What follows belongs to an exercise in optimizing a design on an open flow for small area and a short achievable clock period; a production flow would make more cautious choices.
In this exercise RTL edits were held to simulation tests only and were not proved equivalent to the original.
Power is estimated from default activity; no workload was simulated.

==> flow/design.v, too long to show whole: its modules and the start of the top module <==
// module mul32: 6087 lines
module mul32 (
    input  logic        clk,
    input  logic        rst,
    input  logic        in_valid,
    input  logic [31:0] a,
    input  logic [31:0] b,
    output logic        out_valid,
    output logic [31:0] hi,
    output logic [31:0] lo
);
  // ...
==> flow/flow/run.sh <==
#!/bin/bash
# Standard ORFS layout, with one netlist pass between synthesis and floorplan:
# invopt.py removes inverters between full-adder cells (a full adder is
# self-dual, so a cell can take complemented inputs and give complemented
# outputs). nleq.py compares the two netlists on random vectors; if they differ,
# the standard netlist is used unchanged.
set -uo pipefail
R=orfs/results/sky130hd/mul32/base
bash standard.sh synth > synth.log 2>&1 || exit 1
cp $R/1_2_yosys.v $R/1_2_yosys_std.v
if python3 flow/invopt.py $R/1_2_yosys_std.v $R/1_2_yosys_opt.v > invopt.log 2>&1 &&
   python3 flow/nleq.py $R/1_2_yosys_std.v $R/1_2_yosys_opt.v > nleq.log 2>&1 &&
   grep -q "mismatches 0 " nleq.log; then
  cp $R/1_2_yosys_opt.v $R/1_2_yosys.v
  rm -f $R/1_synth.odb $R/1_synth.sdc
  bash standard.sh synth > synth2.log 2>&1 || exit 1
else
  echo "invopt not used" >> invopt.log
fi
# port buffers: a plain buf_2 on every input and output port instead of the
# delay buffer buffer_ports picks by default
export BUFFER_PORTS_ARGS="-buffer_cell sky130_fd_sc_hd__buf_2"
bash standard.sh > finish.log 2>&1
==> flow/flow/invopt.py <==
#!/usr/bin/env python3
"""Remove inverters between full-adder cells of a flat sky130 netlist.

A full adder is self-dual: FA(~a, ~b, ~c) = (~sum, ~carry). Yosys's extract_fa
leaves many inverters between adder cells; this pass picks, for each fa cell,
whether to use it as is or with all its pins complemented, so that as few
signals as possible need an inverter, then rewrites the netlist. Registers and
every other cell are left as they are.

usage: invopt.py IN.v OUT.v
"""
import re, sys, random

src = open(sys.argv[1]).read()
m = re.search(r'^\s*(module\s+(\w+)\s*\(.*?\);)', src, re.S | re.M)
top = m.group(2)

inst_re = re.compile(r'^\s*(sky130_fd_sc_hd__\w+)\s+(\S+)\s*\((.*?)\);\s*$', re.S | re.M)
pin_re = re.compile(r'\.(\w+)\(([^()]*)\)')
OUT_PINS = {'X', 'Y', 'Q', 'Q_N', 'SUM', 'COUT', 'HI', 'LO'}

insts = []  # [type, name, [(pin, net)]]
for mm in inst_re.finditer(src):
    conns = [(p, n.strip()) for p, n in pin_re.findall(mm.group(3))]
    insts.append([mm.group(1), mm.group(2), conns, mm.start(), mm.end()])

ports_out = set()
ports_in = set()
hdr_end = insts[0][3]
for d in re.finditer(r'^\s*(input|output)\s+(\[(\d+):(\d+)\]\s+)?(\w+);', src[:hdr_end], re.M):
    nm = d.group(5)
    if d.group(2):
        hi_, lo_ = int(d.group(3)), int(d.group(4))
        bits = ['%s[%d]' % (nm, i) for i in range(min(hi_, lo_), max(hi_, lo_) + 1)]
    else:
        bits = [nm]
    (ports_out if d.group(1) == 'output' else ports_in).update(bits)

driver = {}
loads = {}
for k, (t, n, conns, _, _) in enumerate(insts):
    for p, net in conns:
        if p in OUT_PINS:
            driver[net] = (k, p)
        else:
            loads.setdefault(net, []).append((k, p))

def is_inv(k):
    t = insts[k][0]
    return re.match(r'sky130_fd_sc_hd__(clk)?inv_\d+$', t) is not None

def is_fa(k):
    return re.match(r'sky130_fd_sc_hd__fa_\d+$', insts[k][0]) is not None

# inverters we may remove: output not a port
removable = set()
for k in range(len(insts)):
    if is_inv(k):
        y = dict(insts[k][2])['Y']
        if y not in ports_out:
            removable.add(k)

def root(net):
    """(signal net, polarity) after looking through removable inverters"""
    pol = 0
    seen = 0
    while net in driver and driver[net][0] in removable and seen < 10:
        k = driver[net][0]
        net = dict(insts[k][2])['A']
        pol ^= 1
        seen += 1
    return net, pol

def is_x(k):
    return re.match(r'sky130_fd_sc_hd__x(n)?or2_1$', insts[k][0]) is not None

fas = [k for k in range(len(insts)) if is_fa(k) or is_x(k)]
fa_idx = {k: i for i, k in enumerate(fas)}
flip = [0] * len(fas)

# every real (non removable inverter) load pin: (signal, polarity, load inst)
sig_loads = {}
for net, ls in loads.items():
    s, p = root(net)
    for (k, pin) in ls:
        if k in removable:
            continue
        sig_loads.setdefault(s, []).append((k, pin, p))
for pn in ports_out:
    if pn in driver and driver[pn][0] in removable:
        pass  # cannot happen: such inverters are not removable
    # a port is a fixed load of its own net
for pn in ports_out:
    s, p = root(pn)
    if s != pn:
        sig_loads.setdefault(s, []).append((-1, pn, p))

def drv_flip(s):
    if s in driver:
        k = driver[s][0]
        if k in fa_idx:
            return flip[fa_idx[k]]
    return 0

def load_flip(k):
    if k >= 0 and k in fa_idx and is_fa(k):
        return flip[fa_idx[k]]
    return 0

def sig_cost(s):
    df = drv_flip(s)
    for (k, pin, p) in sig_loads.get(s, ()):
        if p ^ load_flip(k) != df:
            return 1
    return 0

fa_sigs = []
for k in fas:
    c = dict(insts[k][2])
    ss = set()
    if is_fa(k):
        for pin in ('A', 'B', 'CIN'):
            ss.add(root(c[pin])[0])
        for pin in ('SUM', 'COUT'):
            ss.add(c[pin])
    else:
        ss.add(c['Y'] if 'Y' in c else c['X'])
    fa_sigs.append(list(ss))

all_sigs = set(sig_loads)
cost0 = sum(sig_cost(s) for s in all_sigs)
import math
rng = random.Random(1)
n = len(fas)
cur = cost0
best = cur
best_flip = list(flip)
steps = 400000
for st in range(steps):
    temp = 2.0 * (1 - st / steps) + 0.01
    i = rng.randrange(n)
    ss = fa_sigs[i]
    before = sum(sig_cost(s) for s in ss)
    flip[i] ^= 1
    after = sum(sig_cost(s) for s in ss)
    d = after - before
    if d <= 0 or rng.random() < math.exp(-d / temp):
        cur += d
        if cur < best:
            best = cur
            best_flip = list(flip)
    else:
        flip[i] ^= 1
flip[:] = best_flip
cost1 = sum(sig_cost(s) for s in all_sigs)

# ---------------------------------------------------------------- rewrite
new_conns = {}   # inst index -> list of (pin, net)
inv_of = {}      # signal -> net carrying its complement
new_insts = []
new_wires = []
kept_inv = set()
cnt = [0]

def complement(s):
    if s in inv_of:
        return inv_of[s]
    # reuse an existing removable inverter whose input is s
    for (k, pin) in loads.get(s, ()):
        if k in removable and k not in kept_inv:
            kept_inv.add(k)
            inv_of[s] = dict(insts[k][2])['Y']
            return inv_of[s]
    cnt[0] += 1
    y = '_invopt_%d_' % cnt[0]
    new_wires.append(y)
    new_insts.append('  sky130_fd_sc_hd__inv_1 _invopt_i%d_ (\n    .A(%s),\n    .Y(%s)\n  );\n' % (cnt[0], s + ' ' if s.startswith('\\') else s, y))
    inv_of[s] = y
    return y

for k, (t, n, conns, _, _) in enumerate(insts):
    if k in removable:
        continue
    out = []
    for pin, net in conns:
        if pin in OUT_PINS:
            out.append((pin, net))
            continue
        s, p = root(net)
        need = p ^ load_flip(k)
        have = drv_flip(s)
        out.append((pin, s if need == have else complement(s)))
    new_conns[k] = out
# ports driven through removed inverters cannot occur (those inverters are kept)

# kept inverters: rewire their input to the signal itself
for k in kept_inv:
    c = dict(insts[k][2])
    s = None
    for ss, y in inv_of.items():
        if y == c['Y']:
            s = ss
    new_conns[k] = [('A', s), ('Y', c['Y'])]

# check: complement nets must carry ~signal in the new netlist, so the signal's
# driver must be unflipped relative to... a signal's net carries v ^ drv_flip; its
# inverter carries ~(v ^ drv_flip): loads asking for the other polarity get it.

res = []
pos = 0
for k, (t, n, conns, st, en) in enumerate(insts):
    res.append(src[pos:st])
    pos = en
    if k in removable and k not in kept_inv:
        continue
    if k in fa_idx and is_x(k) and flip[fa_idx[k]]:
        if 'xnor2' in t:
            t = t.replace('xnor2', 'xor2')
            new_conns[k] = [('X' if p == 'Y' else p, q) for p, q in new_conns[k]]
        else:
            t = t.replace('xor2', 'xnor2')
            new_conns[k] = [('Y' if p == 'X' else p, q) for p, q in new_conns[k]]
    body = ',\n'.join('    .%s(%s)' % (p, q + ' ' if q.startswith('\\') else q) for p, q in new_conns[k])
    res.append('\n  %s %s (\n%s\n  );' % (t, n, body))
tail = src[pos:]
res.append(tail.replace('endmodule', ''.join(new_insts) + 'endmodule', 1))
out = ''.join(res)
# declare new wires after the module header declarations
decl = ''.join('  wire %s;\n' % w for w in new_wires)
i = out.index(';', out.index('module ' + top)) + 1
out = out[:i] + '\n' + decl + out[i:]
open(sys.argv[2], 'w').write(out)
ninv0 = sum(1 for k in range(len(insts)) if is_inv(k))
print('invopt: %d fa cells, %d inverters before; signals needing an inverter %d -> %d; %d inverters now' % (
    len(fas), ninv0, cost0, cost1, ninv0 - len(removable) + len(kept_inv) + cnt[0]))
==> flow/flow/nleq.py <==
#!/usr/bin/env python3
"""random-vector equivalence of two flat sky130 netlists (flops cut: Q free, D compared)"""
import re, sys, random
LIB='/OpenROAD-flow-scripts/flow/platforms/sky130hd/lib/sky130_fd_sc_hd__tt_025C_1v80.lib'
lib=open(LIB).read()
funcs={}
for m in re.finditer(r'\n    cell \("(sky130_fd_sc_hd__\w+)"\)',lib):
    name=m.group(1); st=m.end(); en=lib.find('\n    cell (',st)
    body=lib[st:en]
    fs={}
    for pm in re.finditer(r'pin \("(\w+)"\) \{(.*?)\n        \}',body,re.S):
        fm=re.search(r'function : "(.*?)"',pm.group(2))
        if fm: fs[pm.group(1)]=fm.group(1)
    funcs[name]=fs
def topy(f):
    f=f.replace('!','~').replace('*','&').replace('+','|')
    f=re.sub(r'\)\s+\(',')&(',f)
    f=re.sub(r'(\w)\s+(\w)',r'\1&\2',f); f=re.sub(r'(\w)\s+(\w)',r'\1&\2',f)
    f=re.sub(r'(\w)\s+\(',r'\1&(',f); f=re.sub(r'\)\s+(\w)',r')&\1',f)
    return f
inst_re=re.compile(r'^\s*(sky130_fd_sc_hd__\w+)\s+(\S+)\s*\((.*?)\);',re.S|re.M)
pin_re=re.compile(r'\.(\w+)\(([^()]*)\)')
def load(fn):
    t=open(fn).read(); cells=[]
    for m in inst_re.finditer(t):
        cells.append((m.group(1),m.group(2),{p:n.strip() for p,n in pin_re.findall(m.group(3))}))
    return cells
NV=256
M=(1<<NV)-1
def run(cells,seed):
    rng=random.Random(seed)
    val={}
    def g(n):
        if n not in val:
            if n=="1'h0" or n=="1'b0": val[n]=0
            elif n=="1'h1" or n=="1'b1": val[n]=M
            else: val[n]=rng.getrandbits(NV)  # primary input or flop Q
        return val[n]
    # flop outputs / inputs are random keyed by net name, deterministic via sorted order
    drv={}
    for c in cells:
        f=funcs[c[0]]
        for p in f:
            if p in c[2]: drv[c[2][p]]=c
    # seed free nets deterministically by name
    free=set()
    for c in cells:
        if 'dfxtp' in c[0] or 'conb' in c[0]: 
            for p in ('Q',): 
                if p in c[2]: free.add(c[2][p])
        for p,n in c[2].items():
            if n not in drv: free.add(n)
    for n in sorted(free):
        val[n]=random.Random(hash((n,seed))&0xffffffff).getrandbits(NV) if not n.startswith("1'") else (0 if n.endswith('0') else M)
    for c in cells:
        if 'conb' in c[0]:
            val[c[2].get('HI','_')]=M; val[c[2].get('LO','_')]=0
    sys.setrecursionlimit(100000)
    def ev(n):
        if n in val: return val[n]
        c=drv[n]
        f=funcs[c[0]]
        for p,fn in f.items():
            if c[2].get(p)==n:
                env={pp:ev(nn) for pp,nn in c[2].items() if pp not in f}
                r=eval(topy(fn),{},env)&M
                val[n]=r; return r
    outs={}
    for c in cells:
        if 'dfxtp' in c[0]: outs['D:'+c[1]]=ev(c[2]['D'])
    return outs,ev,val
a=load(sys.argv[1]); b=load(sys.argv[2])
oa,eva,va=run(a,1); ob,evb,vb=run(b,1)
# outputs: ports
import itertools
ports=[n for n in va if n.startswith('hi[') or n.startswith('lo[')]
bad=[k for k in oa if oa[k]!=ob.get(k)]
for pn in set(re.findall(r'\b(hi\[\d+\]|lo\[\d+\]|out_valid)',open(sys.argv[1]).read())):
    try:
        if eva(pn)!=evb(pn): bad.append(pn)
    except Exception as e: pass
print('compared',len(oa),'flop inputs; mismatches',len(bad),bad[:10])
==> flow/standard.sh <==
#!/bin/bash
# synth_recipe.tcl (not shown) runs the flow's synth.tcl, then flattens the netlist and writes it again
# the make line also repeats each setting of config.mk as NAME=value (left out here)
make -C /OpenROAD-flow-scripts/flow DESIGN_CONFIG=/design/flow/config.mk WORK_HOME=/design/flow/orfs CLKGATE_MAP_FILE= SYNTH_SCRIPT=/design/flow/synth_recipe.tcl "${@:-finish}"
==> flow/config.mk <==
export PLATFORM = sky130hd
export DESIGN_NAME = mul32
export DESIGN_NICKNAME = mul32
export VERILOG_FILES = /design/flow/design.v
export SDC_FILE = /design/flow/constraint.sdc
export NUM_CORES = 4
export LEC_CHECK = 0
export CAP_MARGIN = 20
export CORE_MARGIN = 2
export CORE_UTILIZATION = 45
export CTS_CLUSTER_DIAMETER = 100
export CTS_CLUSTER_SIZE = 20
export PLACE_DENSITY = 0.6
export SETUP_SLACK_MARGIN = 2.45
export SLEW_MARGIN = 60
==> flow/constraint.sdc <==
create_clock -name core_clock -period 5.0 [get_ports {clk}]
set_input_delay 1.0000 -clock core_clock [delete_from_list [all_inputs] [get_ports {clk}]]
set_output_delay 1.0000 -clock core_clock [all_outputs]
set_load 0.01 [all_outputs]
==> run_results.csv, run 1 <==
group,metric,value,unit
global_route,grt_pass1_vias,25300,
cts,cts_tree,"done",
detailed_routing,wl_met1,46200,µm
global_route,grt_util_met3,4.33,%
critical_path,critical_path.startpoint_type,"flip-flop",
finish,largest_register_ffs,4,
floorplanning,die_x,292,µm
finish,final_cell_area,39800,µm²
finish,clkbuf_count,48,
outcome,run_status,"finished clean",
synth,ys_warn_count,1,
cts,cts.clk_slew.worst_paths,0.09,ns
detailed_routing,ant_nets,0,
finish,areaGrowthSynthToFinish,6.26,%
critical_path,cp.required,5.50,ns
finish,buffers,161,
run,maxCapViolations,0,
finish,multi_input_area_share,54.9,%
synth,synth.avg_cell_area,11.4,µm²
critical_path,timing.rr.end,"r3_pg_2_62",
global_route,grt_pass1_wl,164000,µm
critical_path,reg2reg_slack,2.37,ns
detailed_routing,drc,0,
finish,multi_input_cells,2047,
pwr,pwr-share-clk,11.8,%
critical_path,startpoint,"r2_s56_396",
finish,stdcell_count,4215,
synth,netlist_instances,3273,
place,dp_cells,4148,
finish,clk_share,2.89,%
==> run 2, diff against run 1 <==
--- a/flow/config.mk
+++ b/flow/config.mk
@@ -11,5 +11,5 @@
 export CTS_CLUSTER_DIAMETER = 100
 export CTS_CLUSTER_SIZE = 20
 export PLACE_DENSITY = 0.6
-export SETUP_SLACK_MARGIN = 2.45
+export SETUP_SLACK_MARGIN = 2.4
 export SLEW_MARGIN = 60
==> run 2 against run 1 <==
Effect of this change:
- sequential share of layout area grew 0.074 points
- critical path type unchanged
- critical path depth shrank 5
- first-iteration DRC count shrank 4.1%
- synthesized cell count is the same
- worst hold slack lost 0.0038 ns
- still clean
- highest routed layer unchanged
- routed wire length grew 1.5%
==> run_results.csv, run 2 <==
group,metric,value,unit
global_route,grt_pass1_wl,166000,µm
finish,final_common_cell,"dfxtp_1",
timing,clock_skew,0.0332,ns
floorplanning,dieArea,85500,µm²
detailed_routing,wire_per_inst,26.3,µm
synth,ys_warn_count,1,
finish,stdcell_count,4212,
critical_path,critical_path_arrival,3.07,ns
detailed_routing,ant_nets,0,
finish,fillCellCount,7384,
place,dp_slack,2.12,ns
place,globalplace.congestion,0.944,
detailed_routing,routed-via-count,24500,
place,dpl.hpwl,81400,µm
cts,cts_htree_levels,2,
cts,clock_sinks,679,
cts,insertion_delay,0.61,ns
timing,fin_crit_sh,51.7,%
cts,cts_tree,"done",
cts,cts.clk_slew.worst_paths,0.09,ns
global_route,grt-ovfl-total,0,
timing,slew-limit-headroom,59.7,%
floorplanning,rows,105,
floorplanning,io_pins,132,
run,maxCapViolations,0,
finish,fin_util,48.3,%
floorplanning,die_x,292,µm
detailed_routing,vias_per_cell,5.81,
floorplanning,start_util,45.5,%
place,dp_cells,4147,
finish,layout_common_cells,"dfxtp_1 (559), xnor2_1 (479), fa_1 (465)",
place,port_buffers,131,
finish,areaGrowthSynthToFinish,6.01,%
detailed_routing,wirelength,111000,µm
floorplanning,die_h,292,µm
floorplanning,fp.coreArea,82200,µm²
critical_path,critical_path.startpoint_type,"flip-flop",
detailed_routing,drtPass1Iterations,7,
finish,drive_gt1_share,13.7,%
synth,synth_fp_nets,3933,
critical_path,crit_path_end_kind,"flip-flop",
critical_path,worstSetupPathType,"flip-flop to flip-flop",
timing,slew_violations,0,
synth,netlist_instances,3273,
finish,largest_register_ffs,4,
detailed_routing,drc,0,
detailed_routing,drtIter0Drc,2543,
timing,finalSetupTns,0,ns
timing,rsz0062_at_grt,"true",
outcome,run_status,"finished clean",
global_route,grt_pass1_vias,26100,
pwr,power.density,737,nW/µm²
timing,hold_viol,0,
finish,nets,3788,
timing,tightest_slew,0.605,ns
pwr,cellLeakagePower,0.0154,µW
global_route,antenna_found_initial,7,
timing,setup_violations,0,
global_route,grt_max_degree,22,
min_path,hold_path.class,"flip-flop to flip-flop",
timing,setup_ws,2.41,ns
cts,cts-root-buf,"clkbuf_16",
synth,synth.cell_area,37400,µm²
critical_path,cp.required,5.48,ns
critical_path,path_max_fanout,10,
cts,clockBufferDepth,3,
global_route,track_usage,25.9,%
timing,fmax,0.386,GHz
finish,largest-register,"vld",
synth,synth.avg_cell_area,11.4,µm²
pwr,vdd_ir_drop_max,0.385,mV
cts,cts_buffers,42,
timing,layout_min_cycle_time,2.59,ns
==> run 2: power breakdown <==
group / internal (µW) / switching, µW / leakage [µW]
clock network: 1580 / 1910 / 0.000577
logic: 7630 / 8430 / 0.00913
registers: 8110 / 1580 / 0.00572
==> run 2: area by class of cell <==
cell class              instances  area [µm²]  area share (%)
clock buffers                  48        1090            2.76
well taps                    1070        1340            3.37
clock inverters                 8        83.8           0.211
diodes                          2        5.00          0.0126
flip-flops and latches        679       13800            34.7
multi-input cells            2047       21800            54.9
inverters                     201         769            1.94
repair buffers                157         858            2.16
==> run 2: repair_timing <==
item	4_1_cts	5_1_grt
hold buffers	0	0
resized for setup	28	24
setup endpoints to repair	16	16
cloned	0	0
setup buffers	4	2
pin swaps	16	9
hold endpoints to repair	0	0
==> run 2: metrics by stage <==
step                hold WS, ns  total power [µW]  cell area, µm²
finish                    0.326             29200           39700
global route              0.336             32100           39700
CTS                       0.328             29400           39500
detailed placement        0.312             25600           38200
global placement          0.310             25100           38000
floorplan                 0.310             20400           37400
==> run 2: worst paths after layout <==
path | from | end | slack [ns] | cells after the start
worst max-delay path | r1_bn8 | r2_s29_221 | 2.41 | 4
worst max register to register | r1_bn8 | r2_s29_221 | 2.41 | 4
worst min register to register | r2_sum3 | r3_sum3 | 0.33 | 0
worst min-delay path | r2_sum3 | r3_sum3 | 0.33 | 0
==> run 2: worst max-delay path, stage by stage, from the launching register on <==
cell,delay [ns]
dfxtp_1,0.71
inv_2,0.42
xnor2_1,0.26
fa_1,0.55
fa_1,0.51
==> run 2: layer usage <==
layer,up-vias,global-route usage [%],share of wire [%]
li1,10400,-,-
met1,12500,35.1,41
met2,1292,40.3,45
met3,237,6.52,10
met4,8,9.33,3.6
met5,-,0,0.041
==> run 3, diff against run 2 <==
--- a/flow/config.mk
+++ b/flow/config.mk
@@ -9,7 +9,7 @@
 export CORE_MARGIN = 2
 export CORE_UTILIZATION = 45
 export CTS_CLUSTER_DIAMETER = 100
-export CTS_CLUSTER_SIZE = 20
+export CTS_CLUSTER_SIZE = 26
 export PLACE_DENSITY = 0.6
 export SETUP_SLACK_MARGIN = 2.4
 export SLEW_MARGIN = 60
==> run 3 against run 2 <==
Effect of this change:
- still clean on timing, DRC and antenna
- register-to-register slack hardly changed
- power is 0.72% lower
- utilization is 0.13 points lower
- non-clock buffer count stayed put
- routed wire length is 0.41% lower
- first-iteration DRC count is 3.5% lower
- sequential share of layout area is 0.11 points higher
- final cell count is 0.17% lower
- maximum frequency is 0.40% lower
- worst hold slack better by 0.0087 ns
- clock power is 5.7% lower
- synthesized area stayed put
- largest power group unchanged
- highest routed layer unchanged
==> run_results.csv, run 3 <==
group,metric,value,unit
critical_path,cp.required,5.51,ns
timing,fmax,0.385,GHz
cts,cts-root-buf,"clkbuf_16",
timing,whs,0.335,ns
critical_path,crit_cells,9,
cts,cts.clk_slew.worst_paths,0.10,ns
place,dpl.hpwl,81400,µm
global_route,antenna_found_initial,6,
cts,clockBufferDepth,3,
place,dp_cells,4147,
critical_path,path_max_fanout,2,
detailed_routing,routed-via-count,24400,
global_route,grt-ovfl-total,0,
outcome,run_status,"finished clean",
floorplanning,io_pins,132,
floorplanning,fp.coreArea,82200,µm²
critical_path,critical-path-top-delay-family,"adder cells",
finish,drive_gt1_share,13.5,%
floorplanning,dieArea,85500,µm²
pwr,vdd_ir_drop_max,0.423,mV
timing,slew-limit-headroom,60.1,%
critical_path,crit_path_end_kind,"flip-flop",
detailed_routing,vias_per_cell,5.80,
min_path,hold_path.class,"flip-flop to flip-flop",
timing,slew_violations,0,
critical_path,worstSetupPathType,"flip-flop to flip-flop",
finish,final_cell_area,39600,µm²
finish,final_common_cell,"dfxtp_1",
min_path,whs_endpoint,"r3_sum2",
critical_path,critPathMaxStageDelay,0.57,ns
global_route,grt_max_degree,28,
timing,hold_viol,0,
finish,stdcell_count,4205,
run,maxCapViolations,0,
detailed_routing,drc,0,
global_route,grt_pass1_wl,166000,µm
detailed_routing,wire_per_inst,26.2,µm
place,place_area,38200,µm²
floorplanning,die_x,292,µm
critical_path,critical_path_arrival,3.11,ns
critical_path,worstReg2RegStart,"r2_c55_394",
pwr,cellLeakagePower,0.0154,µW
min_path,min_delay_path_depth,0,
timing,clock_skew,0.0408,ns
critical_path,timing.rr.end,"r3_pg_2_62",
cts,cts_buffers,34,
cts,cts_tree,"done",
critical_path,crit_buf_inv,0,
finish,largest-register,"vld",
place,globalplace.congestion,0.944,
detailed_routing,drtIter0Drc,2453,
synth,synth_fp_nets,3933,
detailed_routing,wirelength,110000,µm
floorplanning,start_util,45.5,%
critical_path,rr_worst_depth,9,
cts,cts_htree_levels,2,
min_path,holdCritStartpoint,"r2_sum2",
floorplanning,die_h,292,µm
timing,finalSetupTns,0,ns
synth,ys_warn_count,1,
timing,layout_min_cycle_time,2.60,ns
finish,areaGrowthSynthToFinish,5.71,%
critical_path,critical_path.startpoint_type,"flip-flop",
finish,nets,3780,
critical_path,crit_slowest_cell,"fa_2",
global_route,grt_pass1_vias,25900,
critical_path,reg2reg_slack,2.40,ns
timing,tightest_slew,0.598,ns
timing,rsz0062_at_grt,"true",
cts,cts_hold_buf,0,
critical_path,critPathMostFrequentCell,"a21o_1",
synth,synth.avg_cell_area,11.4,µm²
place,port_buffers,131,
global_route,track_usage,25.8,%
critical_path,startpoint,"r2_c55_394",
cts,clock_sinks,679,
timing,fin_crit_sh,52.0,%
floorplanning,rows,105,
timing,setup_violations,0,
finish,layout_common_cells,"dfxtp_1 (556), xnor2_1 (479), fa_1 (465)",
cts,insertion_delay,0.60,ns
detailed_routing,ant_nets,0,
synth,netlist_instances,3273,
pwr,power.density,733,nW/µm²
critical_path,crit_chain,"fa_2 -> fa_2 -> ha_4 -> a21o_1 -> a21o_1 -> a21o_1 -> a21o_1 -> a21o_1 -> a21o_1",
synth,synth.cell_area,37400,µm²
finish,largest_register_ffs,4,
detailed_routing,drtPass1Iterations,5,
run 3: changes by cell type in the layout (fill, tap and decap cells not counted), moves of 2 or more:
| cell | previous run | this run |
|---|---|---|
| clkbuf_16 | 43 | 37 |
| dfxtp_1 | 559 | 556 |
| buf_6 | 0 | 2 |
| clkbuf_8 | 0 | 2 |
| clkinv_2 | 3 | 1 |
| dfxtp_2 | 109 | 111 |
| inv_16 | 2 | 0 |
run 3: how the worst max path moves through the flow:
stage | to
floorplan | r3_pg_2_62
global placement | r2_s59_520
global route | r3_pg_2_62
CTS | r3_pg_2_62
detailed placement | r4_sum60
finish | r3_pg_2_62
run 3: through the flow:
stage	setup WS [ns]	util [%]	total power, µW
global placement	2.07	46.3	25100
CTS	2.39	48.0	29200
global route	2.32	48.1	31900
floorplan	2.40	-	20400
detailed placement	2.12	46.4	25600
finish	2.40	48.1	29000
run 3: layout make-up:
cell class	instances	area [µm²]
antenna	1	2.50
clock buffer	44	972
clock inverter	6	105
fill	7400	42700
inverter	201	769
multi-input combinational	2047	21800
sequential	679	13800
tap	1070	1340
timing repair buffer	157	858
run 3: where the power goes:
| group | internal (µW) | total [µW] | switching [µW] |
|---|---|---|---|
| registers | 8110 | 9690 | 1590 |
| clock network | 1460 | 3300 | 1840 |
| logic | 7620 | 16000 | 8420 |
run 3: what timing repair did:
| item | in CTS | in global routing |
|---|---|---|
| gates cloned | 0 | 0 |
| endpoints found under the setup margin | 17 | 16 |
| pin swaps | 18 | 13 |
| endpoints found under the hold margin | 0 | 0 |
| setup buffers | 6 | 1 |
| gates resized for setup | 31 | 24 |
run 3: metal layers:
layer,track usage [%],up-vias,share of wire (%)
met2,40.0,1267,45
met5,0,-,0.048
met1,35.2,12500,42
met3,6.41,233,9.8
li1,-,10400,-
met4,9.11,6,3.8

[separate check: timing with driven ports]
In the flow no input, the clock included, has a driving cell. The finished layouts below were timed again as built, in two steps. Step 1, drivers: a clkbuf_16 drives clk and a buf_2 each remaining input, both assumed. Step 2, shift: input delay + t, output delay - t, t = (earliest + latest rising clock arrival at the registers) / 2. This alone moves slack from input paths to output paths. Three values: ideal ports, drivers, drivers and shift; two values: the first two.
run	shift t [ns]	slack for setup (ns)	worst setup path at the end	slew at the worst register clock pin (ns)	worst data-port slew with drivers (ns)
run 1	0.659	2.372 / 2.372 / 2.372	register to register	0.10 / 0.10	0.07
run 2	0.661	2.413 / 2.413 / 2.413	register to register	0.09 / 0.09	0.08
run 3	0.644	2.402 / 2.402 / 2.402	register to register	0.11 / 0.11	0.08
After both steps every run listed still meets setup and hold.
